Context: an optimization exercise on an open-source flow, tuned for small area. The choices shown serve that exercise and are no tape-out recipe. In this exercise RTL edits were held to simulation tests only and were not proved equivalent to the original. Power is estimated from default activity; no workload was simulated. The flow treats the clock pin as an ideal source, which a real chip does not have.

// nipcb_top
module nipcb_top #(
	parameter int unsigned ADDR_BASE = 0
) (
	input logic HCLK,
	input logic HRESETn,
	input logic HSEL,
	input logic [7:0] HADDR,
	input logic [1:0] HTRANS,
	input logic [2:0] HSIZE,
	input logic HWRITE,
	input logic [31:0] HWDATA,
	input logic HREADY,
	output logic [31:0] HRDATA,
	output logic HREADYOUT,
	output logic HRESP,
	output logic [19:0] stim_out
);
	logic accept;
	logic bad;
	logic [3:0] strb;
	logic dp_read;
	logic dp_write;
	logic err_first;
	logic err_second;
	logic [3:0] dp_idx;
	logic [3:0] dp_strb;
	assign accept = HSEL && HTRANS[1] && HREADY;
	assign bad = (HADDR >= 8'd44) || HSIZE[2] || (HSIZE[1] && HSIZE[0]) ||
		(HWRITE && HADDR[5:2] == 4'd1);
	always_comb begin
		case (HSIZE[1:0])
			2'b00: strb = 4'b0001 << HADDR[1:0];
			2'b01: strb = HADDR[1] ? 4'b1100 : 4'b0011;
			default: strb = 4'b1111;
		endcase
	end
	always_ff @(posedge HCLK) begin
		if (!HRESETn) begin
			dp_read <= 1'b0;
			dp_write <= 1'b0;
			err_first <= 1'b0;
			err_second <= 1'b0;
		end else begin
			dp_read <= accept && !bad && !HWRITE;
			dp_write <= accept && !bad && HWRITE;
			err_first <= accept && bad;
			err_second <= err_first;
		end
	end
	always_ff @(posedge HCLK) begin
		dp_idx <= HADDR[5:2];
		dp_strb <= strb;
	end
	assign HREADYOUT = !err_first;
	assign HRESP = err_first || err_second;
	logic conf;
	logic [1:0] ch_sel;
	logic [31:0] cyc_high, cyc_low, cyc_delay, cyc_stall, cyc_count;
	logic [15:0] mag_high, mag_low;
	logic [31:0] wdata;
	logic [3:0] lane;
	logic sel_conf, sel_ch, sel_high, sel_low, sel_delay, sel_stall, sel_count;
	logic sel_magh, sel_magl, sel_trig;
	assign wdata = HRESETn ? HWDATA : 32'd0;
	assign lane = HRESETn ? (dp_write ? dp_strb : 4'b0000) : 4'b1111;
	assign sel_trig = dp_idx == 4'd0;
	assign sel_conf = dp_idx == 4'd2;
  ...
Settings: LEC_CHECK=0, CAP_MARGIN=5, CORE_MARGIN=2, CORE_UTILIZATION=65, SLEW_MARGIN=5; clock period 6.0 ns.
standard.sh (not shown) runs the stock make flow with config.mk's settings and CLKGATE_MAP_FILE= SYNTH_SCRIPT=/design/flow/synth_recipe.tcl, a recipe that flattens the netlist after the stock synthesis.
==> flow/flow/run.sh <==
#!/bin/bash
# Standard ORFS layout with three changes to how the layout is made:
#  - synthesis maps the combinational logic with an area-oriented ABC script (flow/area.abc,
#    a timed deep resynthesis pass, then two rounds of rewriting and area mapping);
#    the registers, their names and cell types are those of the standard synthesis,
#  - ports are buffered with the smallest buffer,
#  - clock tree built with mid-size buffers and no dummy loads.
set -euo pipefail
work=$(pwd)
abc_script=$work/flow/area.abc

# The standard flow's synthesis script, with ABC pointed at the area script
{
	printf 'proc abc {args} {\n'
	printf '  set i [lsearch -exact $args -script]\n'
	printf '  if {$i >= 0} { lset args [expr {$i + 1}] %s }\n' "$abc_script"
	printf '  yosys abc {*}$args\n'
	printf '}\n'
	cat synth_recipe.tcl
} > area_synth.tcl

export BUFFER_PORTS_ARGS="-buffer_cell sky130_fd_sc_hd__buf_1"
export CTS_ARGS="-sink_clustering_enable -repair_clock_nets -dont_use_dummy_load -buf_list sky130_fd_sc_hd__clkbuf_16 -sink_clustering_size 32 -sink_clustering_max_diameter 80"

bash standard.sh SYNTH_SCRIPT="$work/area_synth.tcl" finish > "$work/flow.log" 2>&1
==> flow/flow/area.abc <==
strash
balance -l; resub -K 6 -l; rewrite -l; resub -K 6 -N 2 -l; refactor -l; resub -K 8 -l; balance -l; resub -K 8 -N 2 -l; rewrite -l; resub -K 10 -l; rewrite -z -l; resub -K 10 -N 2 -l; balance -l; resub -K 12 -l; refactor -z -l; resub -K 12 -N 2 -l; rewrite -z -l; balance -l
&get -n
&st
&dch
&nf -R 1000
&put
strash
balance -l; resub -K 6 -l; rewrite -l; resub -K 6 -N 2 -l; refactor -l; resub -K 8 -l; balance -l; resub -K 8 -N 2 -l; rewrite -l; resub -K 10 -l; rewrite -z -l; resub -K 10 -N 2 -l; balance -l; resub -K 12 -l; refactor -z -l; resub -K 12 -N 2 -l; rewrite -z -l; balance -l
&get -n
&st
&dch
&nf -R 1000
&put
topo
The starting point passed the timing, DRC and antenna checks.
Edit:
CAP_MARGIN = 0   (was 5)
GPL_TIMING_DRIVEN = 0   (was not set)
SLEW_MARGIN = 0   (was 5)
What happened:
- register-to-register slack degrades by 180 ps
- total power rises by about 1.4%
- sequential share of layout area goes down by 0.39 points
- clock-buffer cell count stays the same
- fmax went down by about 3%
- global-route usage increases by 0.42 points
Edit:
--- a/flow/flow/run.sh
+++ b/flow/flow/run.sh
@@ -23 +23 @@
-export CTS_ARGS="-sink_clustering_enable -repair_clock_nets -dont_use_dummy_load -buf_list sky130_fd_sc_hd__clkbuf_16 -sink_clustering_size 32 -sink_clustering_max_diameter 80"
+export CTS_ARGS="-sink_clustering_enable -repair_clock_nets -dont_use_dummy_load -buf_list sky130_fd_sc_hd__clkbuf_4 -sink_clustering_size 8 -sink_clustering_max_diameter 30"
CAP_MARGIN = 5   (was 0)
GPL_TIMING_DRIVEN = not set   (was 0)
SLEW_MARGIN = 5   (was 0)
The new run went through all stages and came out clean.
Maximum frequency grows by a few percent.
Final area hardly moves.
Utilization grows by 0.16 points.
Worst setup slack improved by 210 ps.
Edit:
--- a/flow/flow/run.sh
+++ b/flow/flow/run.sh
@@ -23 +23 @@
-export CTS_ARGS="-sink_clustering_enable -repair_clock_nets -dont_use_dummy_load -buf_list sky130_fd_sc_hd__clkbuf_4 -sink_clustering_size 8 -sink_clustering_max_diameter 30"
+export CTS_ARGS="-sink_clustering_enable -repair_clock_nets -dont_use_dummy_load -buf_list sky130_fd_sc_hd__clkbuf_16 -sink_clustering_size 24 -sink_clustering_max_diameter 60"
--- a/flow/flow/area.abc
+++ b/flow/flow/area.abc
@@ -1,0 +2,3 @@
+&get -n
+&deepsyn -T 60
+&put
Outcome: With this change the flow completed, yet does not pass: setup timing. Worst hold slack improved by 29 ps. Clock skew shrinks by 26 ps. Fmax shrinks by roughly a tenth. Sequential power grows by a little under a tenth. Final cell count grows slightly. Final area grows by a few percent. Wire length grows by a few percent. Synthesized cell count shrinks slightly. Sequential share of layout area shrinks by 2.6 points. Worst setup slack got worse by 690 ps. Via count grows by a few percent.

-- afterwards: timing with drivers on the ports --
In the flow no input, the clock included, has a driving cell. The finished layouts below were timed again as built, in two steps.
Step 1 sets driving cells, clkbuf_16 on the clock port and buf_2 on the other inputs (assumed; they add their load-dependent delay and slew).
Step 2, shift: input delay + t, output delay - t, t = (earliest + latest rising clock arrival at the registers) / 2. This alone moves slack from input paths to output paths.
Slacks: no drivers / after step 1 / after step 2; pairs: no drivers / after step 1.
| run | shift t [ns] | slack for setup (ns) | worst setup path at the end | worst data-port slew with drivers (ns) |
|---|---|---|---|---|
| the first run | 0.560 | 0.322 / 0.322 / 0.322 | register to register | 0.05 |
| the second run | 0.577 | 0.146 / 0.146 / 0.146 | register to register | 0.04 |
| the third run | 0.719 | 0.352 / 0.352 / 0.352 | register to register | 0.05 |
| the fourth run | 0.580 | -0.336 / -0.336 / -0.336 | register to register | 0.03 |
